Background: an optimization exercise with open tools, aiming at small area and a short achievable clock period. Do not read the settings as production practice. No functional check of the RTL was part of any run shown here. Power and IR drop assume default switching activity.

==> flow/design.v (outline; a module is shown in full before it is edited, if it fits) <==
// module fft_test_core: 3103 lines
module fft_test_core #(
  localparam int IW = 12,
  localparam int OW = 19,
  localparam int AW = 43
) (
  input  logic                 aclk,
  input  logic                 aresetn,
  input  logic [IW-1:0]        input_data_ch1,
  output logic signed [OW-1:0] fft_real,
  output logic signed [OW-1:0] fft_imag,
  output logic [AW-1:0]        amp,
  output logic                 fft_out_valid
);
  // ...
==> flow/run.sh <==
#!/bin/bash
# synth_recipe.tcl (not shown) runs the flow's synth.tcl, then flattens the netlist and writes it again
# the make line also repeats each setting of config.mk as NAME=value (left out here)
make -C /OpenROAD-flow-scripts/flow DESIGN_CONFIG=/design/flow/config.mk WORK_HOME=/design/flow/orfs CLKGATE_MAP_FILE= SYNTH_SCRIPT=/design/flow/synth_recipe.tcl finish
==> flow/config.mk <==
export PLATFORM = sky130hd
export DESIGN_NAME = fft_test_core
export DESIGN_NICKNAME = fft_test_core
export VERILOG_FILES = /design/flow/design.v
export SDC_FILE = /design/flow/constraint.sdc
export NUM_CORES = 8
export LEC_CHECK = 0
export CAP_MARGIN = 20
export CORE_MARGIN = 2
export CORE_UTILIZATION = 55
export SETUP_SLACK_MARGIN = 0.3
export SLEW_MARGIN = 20
==> flow/constraint.sdc <==
create_clock -name core_clock -period 16.0 [get_ports {aclk}]
set_input_delay 3.2000 -clock core_clock [delete_from_list [all_inputs] [get_ports {aclk}]]
set_output_delay 3.2000 -clock core_clock [all_outputs]
set_load 0.01 [all_outputs]
==> impl_metrics.json, run 1 <==
{
  "syn_area_mm2": 0.111,
  "r2r_end": "r1[458]$_DFF_P_",
  "grt_usage_pct": 33.3,
  "final_common_cell": "dfxtp_1",
  "cts_sinks": 2534,
  "cp_max_fo": 10,
  "antennaDiodeCount": 16,
  "synthSimpleGateAreaFrac_pct": 11.2,
  "crit_family": "compound AO/OA/AOI/OAI gates",
  "finalSetupViolCount": 0,
  "hold_start": "r1[354]$_DFF_P_",
  "wl_per_cell_um": 26.2,
  "slew_headroom_pct": 22.1,
  "switching_share_pct": 22.4,
  "r2r_start": "tim_b[1]$_DFF_P_",
  "initial_core_util_pct": 55.4,
  "tritoncts": "done",
  "signal_buffers": 208,
  "cts_resized": 0,
  "synth_edf_count": 0,
  "cp-startpoint": "tim_b[1]$_DFF_P_",
  "setup_slack_ns": 8.65,
  "synth.most_common_cell": "dfxtp_1",
  "place_ws_ns": 8.75,
  "path_clk_slew_ns": 0.07,
  "hold_ws_ns": 0.246,
  "muxShareOfSynthArea_pct": 5.81,
  "worst-slew-pin-transition_ns": 1.16,
  "wl_met1_um": 140000,
  "coreArea_mm2": 0.200,
  "gp_congestion": 0.991,
  "layout.nets": 11500,
  "dp_cells": 12600,
  "reg2regPathDepth": 29,
  "grt_pass1_vias": 74200,
  "use_met1_pct": 44.0,
  "drive_above_1_share_pct": 9.73,
  "totalWireLength_um": 342000,
  "clkPwrFrac_pct": 46.2,
  "power_mw": 12.9,
  "inv_count": 1000,
  "antenna_found_initial": 40,
  "fin_cells": 13100,
  "status": "no timing/DRC/antenna violations",
  "cp.required_ns": 16.72
}
==> run 2, diff against run 1 <==
--- a/flow/config.mk
+++ b/flow/config.mk
@@ -5,8 +5,9 @@
 export SDC_FILE = /design/flow/constraint.sdc
 export NUM_CORES = 8
 export LEC_CHECK = 0
+export ABC_AREA = 1
 export CAP_MARGIN = 20
 export CORE_MARGIN = 2
-export CORE_UTILIZATION = 55
+export CORE_UTILIZATION = 45
 export SETUP_SLACK_MARGIN = 0.3
 export SLEW_MARGIN = 20
==> impl_metrics.json, run 2 <==
{
  "final_cell_mix": "nand2_1 (2693), dfxtp_1 (2432), inv_1 (2236), fa_1 (895), o21ai_0 (887)",
  "finalMaxSlewViolations": 0,
  "vias_per_cell": 5.21,
  "crit_chain": "ha_1 > inv_1 > fa_1 > o21ai_0 > nand2_1 > nand2_1 > a21oi_1 > fa_1 > fa_1 > o21ai_0 > xor2_1 > ha_1 > nand2_1 > inv_1 > a21oi_1 > o21ai_0 > a21oi_1 > nand3_1 > nand3_1 > o31ai_1",
  "gp_congestion": 1.01,
  "cts-hold-fix-buffers": 0,
  "die_y_um": 504,
  "synthCells": 12600,
  "initial_core_util_pct": 45.2,
  "synthTopCellsByCount": "nand2_1 (2699), dfxtp_1 (2432), inv_1 (2244)",
  "period_share_pct": 41.6,
  "clkPwrFrac_pct": 47.4,
  "rsz0062_at_grt": "false",
  "worst-slew-pin-transition_ns": 1.31,
  "synth_compound_area_share_pct": 9.22,
  "p_int_mw": 10.3,
  "path_clk_slew_ns": 0.07,
  "switching_share_pct": 22.4,
  "tritoncts": "done",
  "synthArstFlopShare_pct": 4.03,
  "totalWireLength_um": 408000,
  "synthSimpleGateAreaFrac_pct": 13.8,
  "synth_flop_cell": "dfxtp_1",
  "fin_skew_ns": 0.0939,
  "antenna_found_initial": 28,
  "powerDensity_mw_per_mm2": 105,
  "hpwl_um": 311000,
  "reg2regPathDepth": 20,
  "cp_max_fo": 8,
  "cts_sinks": 2534,
  "post_cts_buffers": 0,
  "critPathMaxStageDelay_ns": 0.91,
  "synth.avg_cell_area_um2": 8.91,
  "syn_area_mm2": 0.112,
  "muxShareOfSynthArea_pct": 0.183,
  "cp_slowest_cell": "xor2_1",
  "ys_seq_elements": 2534,
  "synth_top_family_by_area": "adder cells",
  "grt_max_degree": 68,
  "fp.dieArea_mm2": 0.254,
  "drive_above_1_share_pct": 5.72,
  "portBuffers": 88,
  "crit_path_start_kind": "register",
  "max_cap_viol_count": 0,
  "wl_per_cell_um": 25.3,
  "grt.busiest_layer": "met2",
  "worstSetupPathType": "register to register",
  "synth_top_area_share_pct": 43.3,
  "grt_pass1_vias": 84400,
  "setup_tns_ns": 0,
  "drtIter0Drc": 7915,
  "p_sw_mw": 2.96,
  "worstHoldPathCells": 0,
  "p_seq_share_pct": 48.7,
  "grt_util_met2_pct": 49.4,
  "cts_root_buf": "clkbuf_16",
  "h-tree-depth": 5,
  "coreArea_mm2": 0.248,
  "reg.largest.list": "r0: 1088 flops, r1: 1088 flops",
  "num_io_pins": 96,
  "grtUsageMet3_pct": 5.33,
  "status": "no timing/DRC/antenna violations",
  "cts_made_buffers": 277,
  "ir_drop_v": 0.000122,
  "grt_pass1_wl_um": 589000,
  "use_met1_pct": 41.9,
  "synth_fa_ha_area_share_pct": 20.0,
  "p_leak_nw": 61.0,
  "gr-total-overflow": 0,
  "drt_first_pass_iters": 6,
  "timing.fmax_ghz": 0.150,
  "fin_crit_ns": 6.65,
  "cp.required_ns": 16.75,
  "final_common_cell": "nand2_1",
  "synth_seq_area_share_pct": 45.6,
  "grt_usage_pct": 31.9,
  "post-synth-top-area-cell": "dfxtp_1",
  "place_ws_ns": 9.55,
  "layout.nets": 13900,
  "syn2layout_area_growth_pct": 11.8,
  "synth.most_common_cell": "nand2_1",
  "drc": 0,
  "rows": 183,
  "combPwrFrac_pct": 3.9,
  "r2r_setup_slack_ns": 9.35,
  "synthXorXnorAreaFrac_pct": 1.58,
  "vias": 84000,
  "yosys-top-cells-area": "dfxtp_1 (43%), fa_1 (16%), nand2_1 (9.0%)",
  "finalSetupViolCount": 0,
  "setup_slack_ns": 9.35,
  "ys_types": 65,
  "drtAntennaViolNets": 0,
  "finalHoldViolCount": 0,
  "clk_path_buf_depth": 4,
  "worstSetupEndpointType": "register",
  "clk_latency_ns": 0.96,
  "cts_resized": 0,
  "die_w_um": 504,
  "slew_headroom_pct": 12.8,
  "synth_warnings": 1,
  "synth_edf_count": 0,
  "critPathArrivalTime_ns": 7.41,
  "hp-class": "register to register"
}
[run 2: cell types whose count changed in the layout (fill, tap and decap cells not counted), moves of 160 or more]
cell and change:
a21oi_1 +207, mux2i_1 -160, nor2_1 +194, xnor2_1 -200, o21ai_0 +333, nand3_1 +325
nand2_1 +1905, mux2_2 -338, inv_1 +1243, and2_1 -815
[run 2: metrics by stage]
stage          power [mW]  util [%]  instances  hold WS [ns]  area [µm²]
6_report             13.3      50.6      16100         0.285      126000
5_1_grt              13.7      50.6      16100         0.281      126000
4_1_cts              13.3      50.5      16100         0.279      126000
3_5_place_dp         7.09      47.0      15700         0.312      117000
3_3_place_gp         7.09      47.0      15700         0.310      117000
2_1_floorplan        6.85         -      12600         0.310      112000
[run 2: layout make-up]
cell class                 count  area, µm²
tap                         3330       4170
fill                       23100     123000
clock buffer                 378       7860
clock inverter                91       1070
multi-input combinational   7253      50500
inverter                    2268       8520
timing repair buffer         268       2230
sequential                  2534      51200
antenna                       16       40.0
[run 2: worst paths after layout]
check                                  from                endpoint
setup / recovery           tim_a[0]$_DFF_P_          r1[67]$_DFF_P_
hold / removal              r0[651]$_DFF_P_         r0[617]$_DFF_P_
setup reg to reg           tim_a[0]$_DFF_P_          r1[67]$_DFF_P_
hold reg to reg             r0[651]$_DFF_P_         r0[617]$_DFF_P_
max in group asynchronous           aresetn  fft_imag[10]$_DFF_PN0_
min in group asynchronous           aresetn   fft_real[1]$_DFF_PN0_
[run 2: cells by family after synthesis]
| kind of cell | Yosys count |
|---|---|
| other cells | 1 |
| mux | 19 |
| simple gates | 3881 |
| compound gates | 1883 |
| flops | 2534 |
| xor+xnor | 203 |
| buf+inv | 2835 |
| fa+ha+maj | 1260 |
[run 2: worst max-delay path, delay by kind of cell, from the launching register on]
family | cells | cell delay (ns)
AOI/OAI and AO/OA | 7 | 2.25
adders and majority gates | 5 | 2.15
and+or+nand+nor | 5 | 0.70
xor gates and xnor gates | 1 | 0.91
DFF | 1 | 0.34
buffers and inverters | 2 | 0.15
[run 2: power by group through the flow]
stage	Sequential [mW]	Combinational (mW)	Clock [mW]
CTS	6.45	0.508	6.38
global placement	6.59	0.503	0
global route	6.45	0.554	6.65
floorplan	6.56	0.291	0
finish	6.45	0.515	6.28
detailed placement	6.59	0.505	0
[run 2: layer usage]
| layer | wire length, µm | vias to the layer above |
|---|---|---|
| li1 | - | 38500 |
| met1 | 171000 | 41400 |
| met2 | 181000 | 3394 |
| met3 | 28000 | 778 |
| met4 | 28400 | 6 |
| met5 | 38 | - |

what the ideal ports hide:
The results above use ideal ports. As a check the final layouts listed here were re-extracted and re-timed, cells and wires unchanged.
Step 1 assumes that a clkbuf_16 drives the clock port and a buf_2 every other input.
Step 2 moves the port delays by t, midway between the first and last clock arrival at a register: inputs arrive t later, outputs are due t later. That takes back most of the time a late clock gives input paths.
a / b / c = ideal ports / drivers / drivers and shift; a / b = the first two.
run	t, ns	setup WS [ns]	hold WS [ns]	worst register clock-pin slew, ns	worst data-port slew with drivers (ns)
run 1	0.958	8.653 / 8.653 / 8.653	0.246 / 0.246 / 0.246	0.07 / 0.07	0.04
run 2	1.004	9.349 / 9.349 / 9.349	0.285 / 0.285 / 0.285	0.07 / 0.07	0.04
After both steps setup and hold are still met in every run listed.
